Background: an optimization exercise with open tools, aiming at small area, a short achievable clock period and few clock cycles per item. Do not read the settings as production practice. Function was checked by simulation only, so behaviour that the tests miss may differ from the original. Power is estimated from default activity; no workload was simulated.

## job 3101
// clip_space_triangle_near_clipper
module clip_space_triangle_near_clipper (
   input  logic         clock,
   input  logic         reset,
   input  logic         req_tvalid,
   output logic         req_tready,
   input  logic [ctnc_pkg::REQ_BYTES*8-1:0] req_tdata,
   output logic         rsp_tvalid,
   input  logic         rsp_tready,
   output logic [ctnc_pkg::RSP_BYTES*8-1:0] rsp_tdata,
   output logic         rsp_tlast
);
Size: roughly 10000 cells after synthesis, ~1100 flip-flops, roughly 310 I/O pins, roughly 99000 sq um of cells after synthesis.
export LEC_CHECK = 0
export CAP_MARGIN = 20
export CORE_MARGIN = 2
export CORE_UTILIZATION = 55
export SLEW_MARGIN = 20
export TNS_END_PERCENT = 5
create_clock -name core_clock -period 13.0 [get_ports {clock}]
standard.sh (not shown) runs the stock make flow with config.mk's settings and CLKGATE_MAP_FILE= SYNTH_SCRIPT=/design/flow/synth_recipe.tcl, a recipe that flattens the netlist after the stock synthesis.
==> flow/flow/run.sh <==
#!/bin/bash
# The standard layout, with timing repair aimed below the clock period:
# repair_timing works on every path slower than 13 - 7 = 6 ns. The SDC,
# the clock period and all else are the standard flow's.
set -euo pipefail
export SETUP_SLACK_MARGIN=7
bash standard.sh > standard_flow.log 2>&1
Testbench counts of job 3101, summed over its fixed seeds: cycles 2,314, triangles 256.
For job 9747, these inputs were changed with respect to job 3101:
Settings: TNS_END_PERCENT no longer set, was 5.
==> comparison <==
- Taking job 3101 as the reference, in job 9747 post-layout total power has increased, transition time of the tightest slew-check pin has decreased, post-route clock period utilization has decreased, design internal power has increased, number of combinational gates with multiple inputs has remained practically unchanged.
- For instance area after placement, job 3101 and job 9747 come out practically identical.
- Comparing the two runs side by side, job 9747 comes out ahead of job 3101 on minimum clock period.


Another version of the RTL of clip_space_triangle_near_clipper (not shown whole).
Size in the first run: ~1100 flip-flops, ~310 I/O pins, roughly 100000 um2 of cells after synthesis.
Settings: LEC_CHECK=0, CAP_MARGIN=20, CORE_MARGIN=2, CORE_UTILIZATION=55, SLEW_MARGIN=20; clock period 13.0 ns.
==> flow/flow/run.sh <==
#!/bin/bash
# The standard layout, with timing repair aimed below the clock period:
# repair_timing works on every path slower than 13 - 6.5 = 6.5 ns. The SDC,
# the clock period and all else are the standard flow's.
set -euo pipefail
export SETUP_SLACK_MARGIN=6.5
bash standard.sh > standard_flow.log 2>&1
Testbench counts at the start, summed over its fixed seeds: cycles 2,314, triangles 256.
Change:
==> flow/flow/run.sh (replaced) <==
#!/bin/bash
# The standard layout, with timing repair aimed below the clock period:
# repair_timing works on every path slower than 13 - 7 = 6 ns. The SDC,
# the clock period and all else are the standard flow's.
set -euo pipefail
export SETUP_SLACK_MARGIN=7
bash standard.sh > standard_flow.log 2>&1
--- a/flow/config.mk
+++ b/flow/config.mk
@@ -11 +11,2 @@
 export SLEW_MARGIN = 20
+export TNS_END_PERCENT = 10
Core utilization is unchanged.
Fmax rose slightly.
Setup slack gets better by 76 ps.
Routed wire length hardly moves.
Clock skew rose by 40 ps.
Design area stays the same.


RTL: one of the versions met above, not the one the previous note started from.
For scale: roughly 10000 cells after synthesis, roughly 310 I/O pins, ~99000 um2 of cells after synthesis.
export LEC_CHECK = 0
export CAP_MARGIN = 20
export CORE_MARGIN = 2
export CORE_UTILIZATION = 55
export SLEW_MARGIN = 20
export TNS_END_PERCENT = 0
create_clock -name core_clock -period 13.0 [get_ports {clock}]
==> flow/flow/run.sh <==
#!/bin/bash
# The standard layout, with timing repair aimed below the clock period:
# repair_timing works on every path slower than 13 - 7 = 6 ns. The SDC,
# the clock period and all else are the standard flow's.
set -euo pipefail
export SETUP_SLACK_MARGIN=7
bash standard.sh > standard_flow.log 2>&1
Testbench counts at the start, summed over its fixed seeds: cycles 2,314, triangles 256.
==> next run, changes <==
Settings changed: TNS_END_PERCENT 0 to 10.
Core utilization climbs by 3.1 points.
Flip-flop and latch count is unchanged.
Final area goes up by a few percent.
Total power rose by a few percent.
Worst setup slack improves by 170 ps.
Global-route usage goes up by 1.9 points.
Hold slack is about the same.
==> next run, changes <==
--- a/flow/flow/run.sh
+++ b/flow/flow/run.sh
@@ -3 +3 @@
-# repair_timing works on every path slower than 13 - 7 = 6 ns. The SDC,
+# repair_timing works on every path slower than 13 - 8 = 5 ns. The SDC,
@@ -6 +6 @@
-export SETUP_SLACK_MARGIN=7
+export SETUP_SLACK_MARGIN=8
Settings changed: TNS_END_PERCENT 10 to 0.
Worst setup slack degrades by 330 ps.
Final area shrinks by 4.7%.
Via count shrinks by 2.1%.
Maximum frequency shrinks by 4.5%.
Hold slack degrades by 16 ps.
Synthesized area stays the same.
Power shrinks by 2.5%.
Register-to-register slack degrades by 430 ps.
Count of clock-buffer cells in the layout shrinks by 3.
Synthesized cell count is unchanged.
Wire length shrinks by 4.8%.


## juniper
RTL: one of the versions met above, not the one the previous note started from.
Size in the first run: ~11,000 cells after synthesis, about 1,100 flip-flops.
==> flow/config.mk <==
export PLATFORM = sky130hd
export DESIGN_NAME = clip_space_triangle_near_clipper
export DESIGN_NICKNAME = clip_space_triangle_near_clipper
export VERILOG_FILES = /design/flow/design.v
export SDC_FILE = /design/flow/constraint.sdc
export NUM_CORES = 4
export LEC_CHECK = 0
export CAP_MARGIN = 20
export CORE_MARGIN = 2
export CORE_UTILIZATION = 55
export SETUP_SLACK_MARGIN = 5
export SLEW_MARGIN = 20
==> flow/constraint.sdc <==
create_clock -name core_clock -period 13.0 [get_ports {clock}]
set_input_delay 2.6000 -clock core_clock [delete_from_list [all_inputs] [get_ports {clock}]]
set_output_delay 2.6000 -clock core_clock [all_outputs]
set_load 0.01 [all_outputs]
run.sh (not shown) runs the stock make flow with config.mk's settings and CLKGATE_MAP_FILE= SYNTH_SCRIPT=/design/flow/synth_recipe.tcl, a recipe that flattens the netlist after the stock synthesis.
Stock flow here: none of the scripts above is used.
Testbench counts of juniper, summed over its fixed seeds: cycles 2,314, triangles 256.
--- input diff juniper..ember ---
Settings: a deleted SETUP_SLACK_MARGIN that had been 5; a change of CORE_UTILIZATION from 55 to 65.
==> flow/flow/run.sh (new file) <==
#!/bin/bash
# The standard layout, with timing repair aimed below the clock period:
# repair_timing works on every path slower than 13 - 7 = 6 ns. The SDC,
# the clock period and all else are the standard flow's.
set -euo pipefail
export SETUP_SLACK_MARGIN=7
bash standard.sh > standard_flow.log 2>&1
==> flow/standard.sh (new file) <==
#!/bin/bash
# synth_recipe.tcl (not shown) runs the flow's synth.tcl, then flattens the netlist and writes it again
# the make line also repeats each setting of config.mk as NAME=value (left out here)
make -C /OpenROAD-flow-scripts/flow DESIGN_CONFIG=/design/flow/config.mk WORK_HOME=/design/flow/orfs CLKGATE_MAP_FILE= SYNTH_SCRIPT=/design/flow/synth_recipe.tcl "${@:-finish}"
removed: flow/run.sh
Notes after the runs:
Total of fill cells in the finished design down 5,355 in ember wrt juniper. ember vs juniper: final standard cell utilization of the core up. Compare ember and juniper | worst supply voltage drop on vdd lower: juniper.

-- afterwards: timing with drivers on the ports --
How much do the figures lean on ideal ports? The routed layouts below were timed once more, with nothing changed but the port constraints.
Step 1, drivers: a clkbuf_16 drives clock and a buf_2 each remaining input, both assumed.
Step 2 times the ports against the registers' clock, not the clock port: input delays grow and output delays shrink by t, the midpoint of the rising clock arrivals with the driver on.
Slacks: ideal ports / drivers / drivers and shift; pairs: ideal ports / drivers.
| run | t (ns) | setup slack, ns | hold slack, ns | worst setup path at the end | slew at the worst register clock pin (ns) |
|---|---|---|---|---|---|
| job 3101 | 0.895 | 5.985 / 5.963 / 5.169 | 0.408 / 0.408 / 0.408 | input to register | 0.07 / 0.07 |
| job 9747 | 0.901 | 6.021 / 6.021 / 6.021 | 0.418 / 0.418 / 0.418 | register to register | 0.09 / 0.09 |
| the first run of note 2 | 0.896 | 5.947 / 5.947 / 5.574 | 0.429 / 0.429 / 0.429 | input to register | 0.07 / 0.07 |
| the second run of note 2 | 0.889 | 6.023 / 5.990 / 5.203 | 0.423 / 0.423 / 0.423 | input to register | 0.08 / 0.08 |
| the first run of note 3 | 0.867 | 5.812 / 5.812 / 5.176 | 0.415 / 0.415 / 0.415 | input to register | 0.07 / 0.07 |
| the second run of note 3 | 0.899 | 5.984 / 5.962 / 5.184 | 0.417 / 0.417 / 0.417 | input to register | 0.07 / 0.07 |
| the third run of note 3 | 0.903 | 5.656 / 5.656 / 5.008 | 0.402 / 0.402 / 0.402 | input to register | 0.07 / 0.07 |
| juniper | 0.899 | 5.155 / 5.155 / 5.109 | 0.447 / 0.447 / 0.447 | input to register | 0.07 / 0.07 |
| ember | 0.846 | 5.770 / 5.770 / 5.770 | 0.457 / 0.457 / 0.457 | register to register | 0.07 / 0.07 |
After both steps every run listed still meets setup and hold. The setup slack of the second run of note 2, which loses most, moves by -0.033 ns with the drivers and by -0.820 ns with both steps.
